Background: an optimization exercise with open tools, aiming at small area. Do not read the settings as production practice. Function was checked by simulation only, so behaviour that the tests miss may differ from the original. No activity file was given, so power comes from the tool's default toggle rates. The clock port is modelled as an ideal driver; clocking choices that lean on that would not hold on a real chip.

## run A
==> flow/design.v <==
package adda_pkg;
    localparam int unsigned DATA_W_DEF = 8;     
    localparam int unsigned DEPTH_DEF  = 256;   
    typedef enum logic [1:0] {
        ST_IDLE    = 2'd0,
        ST_ARMED   = 2'd1,
        ST_CAPTURE = 2'd2,
        ST_READOUT = 2'd3
    } state_e;
endpackage
module adda_sdp_ram #(
    parameter int unsigned DATA_W = 8,
    parameter int unsigned ADDR_W = 8
) (
    input  logic              clk_i,
    input  logic              ins0_i,
    input  logic              ins1_i,
    input  logic [DATA_W-1:0] wdata_i,
    input  logic [ADDR_W-1:0] raddr_i,
    output logic [DATA_W-1:0] rdata_o,
    output logic [DATA_W-1:0] slot1_o
);
    localparam int unsigned SLOTS = 1 << ADDR_W;
    localparam int unsigned G1    = (SLOTS + 2) / 3;    
    logic [DATA_W-1:0] ring_q [SLOTS];
    always_ff @(posedge clk_i) begin
        ring_q[0] <= ins0_i ? wdata_i : ring_q[SLOTS-1];
        ring_q[1] <= ins1_i ? wdata_i : ring_q[0];
        for (int unsigned i = 2; i < SLOTS; i++) begin
            ring_q[i] <= ring_q[i-1];
        end
    end
    assign slot1_o = ring_q[1];
    logic [SLOTS-1:0] sel;
    always_comb begin
        for (int unsigned s = 0; s < SLOTS; s++) begin
            sel[s] = (raddr_i == ADDR_W'(s + 1));
        end
    end
    for (genvar b = 0; b < DATA_W; b++) begin : g_bit
        logic [3*G1-1:0] d;
        logic [3*G1-1:0] s;
        logic [G1-1:0]   t1_n;    
        always_comb begin
            d = '0;
            s = '0;
            for (int unsigned i = 0; i < SLOTS; i++) begin
                d[i] = ring_q[i][b];
                s[i] = sel[i];
            end
        end
        for (genvar g = 0; g < G1; g++) begin : g_l1
            if (3 * g + 2 < SLOTS) begin : g_3
                adda_aoi222 u_aoi (
                    .a0_i (s[3*g]),   .b0_i (d[3*g]),
                    .a1_i (s[3*g+1]), .b1_i (d[3*g+1]),
                    .a2_i (s[3*g+2]), .b2_i (d[3*g+2]),
                    .y_no (t1_n[g])
                );
            end else if (3 * g + 1 < SLOTS) begin : g_2
                adda_aoi22 u_aoi (
                    .a0_i (s[3*g]),   .b0_i (d[3*g]),
                    .a1_i (s[3*g+1]), .b1_i (d[3*g+1]),
                    .y_no (t1_n[g])
                );
            end else begin : g_1
                adda_nand2 u_nand (
                    .a_i  (s[3*g]),
                    .b_i  (d[3*g]),
                    .y_no (t1_n[g])
                );
            end
        end
        assign rdata_o[b] = ~&t1_n;
    end
endmodule
module adda_aoi222 (
    input  logic a0_i,
    input  logic b0_i,
    input  logic a1_i,
    input  logic b1_i,
    input  logic a2_i,
    input  logic b2_i,
    output logic y_no
);
    assign y_no = ~((a0_i & b0_i) | (a1_i & b1_i) | (a2_i & b2_i));
endmodule
module adda_aoi22 (
    input  logic a0_i,
    input  logic b0_i,
    input  logic a1_i,
    input  logic b1_i,
    output logic y_no
);
    assign y_no = ~((a0_i & b0_i) | (a1_i & b1_i));
endmodule
module adda_nand2 (
    input  logic a_i,
    input  logic b_i,
    output logic y_no
);
    assign y_no = ~(a_i & b_i);
endmodule
module adc_capture_buffer #(
    parameter int unsigned DATA_W = adda_pkg::DATA_W_DEF,
    parameter int unsigned DEPTH  = adda_pkg::DEPTH_DEF
) (
    input  logic              i_clk,
    input  logic              i_rst_n,
    output logic              o_adc_clk,
    input  logic [DATA_W-1:0] i_adc_data,
    input  logic              i_arm,
    input  logic              i_abort,
    input  logic [DATA_W-1:0] i_trig_level,
    input  logic              i_trig_falling,
    output logic              o_rd_valid,
    input  logic              i_rd_ready,
    output logic [DATA_W-1:0] o_rd_data,
    output logic              o_rd_last,
    output logic              o_busy,
    output logic              o_done
);
    localparam int unsigned AW = $clog2(DEPTH);
    localparam logic [AW:0] PTR_CAP_LAST = (AW+1)'(2 * (DEPTH - 1));
    localparam logic [AW-1:0] CNT_MID  = 8'h62;
    localparam logic [AW-1:0] CNT_LAST = 8'h80;
    adda_pkg::state_e  state_q,    state_d;
    logic              adc_clk_q;
    logic              rd_valid_q, rd_valid_d;
    logic              done_q,     done_d;
    logic [AW-1:0]     cnt_q,      cnt_d;
    logic [AW-1:0]     cnt_next;
    logic [AW:0]       rptr_q,     rptr_d;
    logic              strobe;
    logic              fire;
    logic              cnt_last;
    logic              trig_hit;
    logic              ins;
    logic              ins_hi;
    logic              rptr_down;
    logic              rptr_keep;
    logic [AW:0]       rptr_step;
    logic [DATA_W-1:0] prev;
    logic [DATA_W-1:0] ring_rdata;
    assign strobe   = adc_clk_q;
    assign fire     = rd_valid_q & i_rd_ready;
    assign cnt_last = (cnt_q == CNT_LAST);
    assign cnt_next = {cnt_q[AW-2:0],
                       cnt_q[7] ^ cnt_q[5] ^ cnt_q[4] ^ cnt_q[3] ^ (cnt_q[AW-2:0] == '0)};
    assign rptr_down = fire;
    assign rptr_keep = fire & (cnt_q == CNT_MID);
    always_comb begin
        logic [AW:0] flip;
        logic        run;
        run = ~rptr_keep;
        for (int unsigned i = 0; i <= AW; i++) begin
            flip[i] = run;
            run     = run & (rptr_q[i] ^ rptr_down);
        end
        rptr_step = rptr_q ^ flip;
    end
    function automatic logic less(input logic [DATA_W-1:0] a, input logic [DATA_W-1:0] b,
                                  input logic ci);
        less = ci;
        for (int unsigned i = 0; i < DATA_W; i++) begin
            less = (~a[i] & b[i]) | ((~a[i] | b[i]) & less);
        end
    endfunction
    assign trig_hit = (less(prev, i_trig_level, i_trig_falling) ^ i_trig_falling)
                   && (less(i_adc_data, i_trig_level, i_trig_falling) ^ ~i_trig_falling);
    always_ff @(posedge i_clk or negedge i_rst_n) begin
        if (!i_rst_n) begin
            state_q    <= adda_pkg::ST_IDLE;
            adc_clk_q  <= 1'b0;
            rd_valid_q <= 1'b0;
            done_q     <= 1'b0;
        end else begin
            state_q    <= state_d;
            adc_clk_q  <= ~adc_clk_q;
            rd_valid_q <= rd_valid_d;
            done_q     <= done_d;
        end
    end
    always_ff @(posedge i_clk) begin
        cnt_q  <= cnt_d;
        rptr_q <= rptr_d;
    end
    always_comb begin
        state_d    = state_q;
        cnt_d      = cnt_q;
        rptr_d     = rptr_step;
        rd_valid_d = 1'b0;
        done_d     = 1'b0;
        ins        = strobe;
        ins_hi     = 1'b0;
        unique case (state_q)
            adda_pkg::ST_IDLE: begin
                cnt_d = '0;
                if (i_arm) begin
                    state_d = adda_pkg::ST_ARMED;
                end
            end
            adda_pkg::ST_ARMED: begin
                rptr_d = (AW+1)'(1);
                if (strobe) begin
                    cnt_d = AW'(1);
                    if (cnt_q[0] && trig_hit) begin
                        state_d = adda_pkg::ST_CAPTURE;
                    end
                end
            end
            adda_pkg::ST_CAPTURE: begin
                cnt_d  = '0;
                ins_hi = rptr_q[AW];
                if (strobe && rptr_q == PTR_CAP_LAST) begin
                    state_d = adda_pkg::ST_READOUT;
                end
            end
            adda_pkg::ST_READOUT: begin
                ins        = 1'b0;
                rd_valid_d = 1'b1;
                if (fire) begin
                    cnt_d = cnt_next;
                    if (cnt_last) begin
                        rd_valid_d = 1'b0;
                        done_d     = 1'b1;
                        state_d    = adda_pkg::ST_IDLE;
                    end
                end
            end
            default: state_d = adda_pkg::ST_IDLE;
        endcase
        if (i_abort) begin
            state_d    = adda_pkg::ST_IDLE;
            rd_valid_d = 1'b0;
            done_d     = 1'b0;
        end
    end
    adda_sdp_ram #(
        .DATA_W (DATA_W),
        .ADDR_W (AW)
    ) u_ring (
        .clk_i   (i_clk),
        .ins0_i  (ins & ~ins_hi),
        .ins1_i  (ins & ins_hi),
        .wdata_i (i_adc_data),
        .raddr_i (rptr_q[AW-1:0]),
        .rdata_o (ring_rdata),
        .slot1_o (prev)
    );
    assign o_adc_clk  = adc_clk_q;
    assign o_rd_valid = rd_valid_q;
    assign o_rd_data  = rd_valid_q ? ring_rdata : '0;
    assign o_rd_last  = rd_valid_q & cnt_last;
    assign o_busy     = (state_q != adda_pkg::ST_IDLE);
    assign o_done     = done_q;
endmodule
==> flow/config.mk <==
export PLATFORM = sky130hd
export DESIGN_NAME = adc_capture_buffer
export DESIGN_NICKNAME = adc_capture_buffer
export VERILOG_FILES = /design/flow/design.v
export SDC_FILE = /design/flow/constraint.sdc
export NUM_CORES = 4
export LEC_CHECK = 0
export CAP_MARGIN = 20
export CORE_MARGIN = 2
export CORE_UTILIZATION = 60
export CTS_CLUSTER_DIAMETER = 100
export CTS_CLUSTER_SIZE = 25
export SLEW_MARGIN = 20
export SYNTH_HIERARCHICAL = 1
==> flow/constraint.sdc <==
create_clock -name core_clock -period 10.0 [get_ports {i_clk}]
set_input_delay 2.0000 -clock core_clock [delete_from_list [all_inputs] [get_ports {i_clk}]]
set_output_delay 2.0000 -clock core_clock [all_outputs]
set_load 0.01 [all_outputs]
standard.sh (not shown) runs the stock make flow with config.mk's settings and CLKGATE_MAP_FILE= SYNTH_SCRIPT=/design/flow/synth_recipe.tcl, a recipe that flattens the netlist after the stock synthesis.
==> flow/flow/run.sh <==
#!/bin/bash
# Layout flow: the standard ORFS flow (standard.sh), except that the port
# buffers that global placement inserts are sky130_fd_sc_hd__buf_1 instead
# of the buffer the resizer picks. The make run's full output goes to
# orfs_finish.log in the work folder.
set -euo pipefail
export BUFFER_PORTS_ARGS="-buffer_cell sky130_fd_sc_hd__buf_1"
bash standard.sh "BUFFER_PORTS_ARGS=$BUFFER_PORTS_ARGS" finish > orfs_finish.log 2>&1
test -f out/final.def
Here is what was changed in the inputs of run B compared with run A.
Settings: changing CTS_CLUSTER_SIZE from 25 to 32; changing CORE_UTILIZATION from 60 to 52.
==> flow/flow/run.sh <==
#!/bin/bash
# Layout flow: the standard ORFS flow (standard.sh), except that
#  - the port buffers that global placement inserts are sky130_fd_sc_hd__buf_1
#    instead of the buffer the resizer picks;
set -euo pipefail
export BUFFER_PORTS_ARGS="-buffer_cell sky130_fd_sc_hd__buf_1"
export CTS_ARGS="-sink_clustering_enable -repair_clock_nets -sink_clustering_size 32 -sink_clustering_max_diameter 100 -dont_use_dummy_load"
bash standard.sh "BUFFER_PORTS_ARGS=$BUFFER_PORTS_ARGS" "CTS_ARGS=$CTS_ARGS" finish > orfs_finish.log 2>&1
test -f out/final.def
Notes after the runs:
Switching portion of total power | run B above run A
Comparing run A and run B, the lower power is on run B.
In run B relative to run A, final wirelength had gone up by a few percent.
Run B went all the way through synthesis, placement and routing and the layout is clean on timing, DRC and antenna.
From run B to run A, layout sequential cell count did not move at all.
Compared with run A, in run B non-clock buffer count rose 2; power drawn by the combinational cells rose 5.4%; relative max-transition margin now sits higher; worst hold slack has decreased.
Relative to run B, the following input files were edited for run C:
Settings: swapping 52 for 60 in CORE_UTILIZATION; swapping 32 for 28 in CTS_CLUSTER_SIZE.
--- a/flow/flow/run.sh
+++ b/flow/flow/run.sh
@@ -6,3 +6,3 @@
 export BUFFER_PORTS_ARGS="-buffer_cell sky130_fd_sc_hd__buf_1"
-export CTS_ARGS="-sink_clustering_enable -repair_clock_nets -sink_clustering_size 32 -sink_clustering_max_diameter 100 -dont_use_dummy_load"
+export CTS_ARGS="-sink_clustering_enable -repair_clock_nets -sink_clustering_size 28 -sink_clustering_max_diameter 100 -dont_use_dummy_load"
 bash standard.sh "BUFFER_PORTS_ARGS=$BUFFER_PORTS_ARGS" "CTS_ARGS=$CTS_ARGS" finish > orfs_finish.log 2>&1
## What came out
- Final worst slack: run C vs run B up 0.12 ns
- Run B → run C: critical path arrival fell 0.12 ns; fmax rose 1.9 MHz; fraction of area in non-clock buffers about even; global routing usage summed across all routing layers rose 3.6 points; final weighted congestion in routability-driven placement rose about 2.3%.
- Worst hold margin delta (run C − run B): favourable
Inputs modified between run C and run D:
Settings: CTS_CLUSTER_DIAMETER changed from 100 to 60.
--- a/flow/flow/run.sh
+++ b/flow/flow/run.sh
@@ -6,3 +6,3 @@
 export BUFFER_PORTS_ARGS="-buffer_cell sky130_fd_sc_hd__buf_1"
-export CTS_ARGS="-sink_clustering_enable -repair_clock_nets -sink_clustering_size 28 -sink_clustering_max_diameter 100 -dont_use_dummy_load"
+export CTS_ARGS="-sink_clustering_enable -repair_clock_nets -sink_clustering_size 28 -sink_clustering_max_diameter 60 -dont_use_dummy_load"
 bash standard.sh "BUFFER_PORTS_ARGS=$BUFFER_PORTS_ARGS" "CTS_ARGS=$CTS_ARGS" finish > orfs_finish.log 2>&1
Results
Run D: number of buffers other than clock buffers in the final layout is 1 lower than what run C reported.
In terms of worst setup slack, run D and run C differ only marginally.
Comparing run C and run D, the lower signed area change from the synthesized netlist to the final layout was measured on run C.
On routing usage on met1, run C and run D are basically level.
Share of total power in sequential cells (run D over run C): decrease, 2.3 points
Per the comparison of run D with run C, via count climbed 0.70%; final critical path time including I/O delays and setup barely changed.
Total power consumption of the routed design ended up about 3.6% higher on run D than on run C.

[re-timing with driven ports]
The results above use ideal ports. As a check the final layouts listed here were re-extracted and re-timed, cells and wires unchanged.
Step 1 sets driving cells, clkbuf_16 on the clock port and buf_2 on the other inputs (assumed; they add their load-dependent delay and slew).
Step 2, shift: input delay + t, output delay - t, t = (earliest + latest rising clock arrival at the registers) / 2. This alone moves slack from input paths to output paths.
Three values: no drivers, after step 1, after step 2; two values: the first two.
run | t, ns | setup slack, ns | worst hold slack (ns) | slew at the worst register clock pin (ns) | worst slew at a driven data input, ns
run A | 0.734 | 1.998 / 1.933 / 2.668 | 0.338 / 0.338 / 0.338 | 0.10 / 0.10 | 0.04
run B | 0.744 | 1.837 / 1.762 / 2.506 | 0.319 / 0.319 / 0.319 | 0.12 / 0.12 | 0.05
run C | 0.726 | 1.960 / 1.892 / 2.617 | 0.327 / 0.327 / 0.327 | 0.11 / 0.11 | 0.04
run D | 0.748 | 1.960 / 1.894 / 2.642 | 0.301 / 0.301 / 0.301 | 0.10 / 0.10 | 0.04
After both steps setup and hold are still met in every run listed.
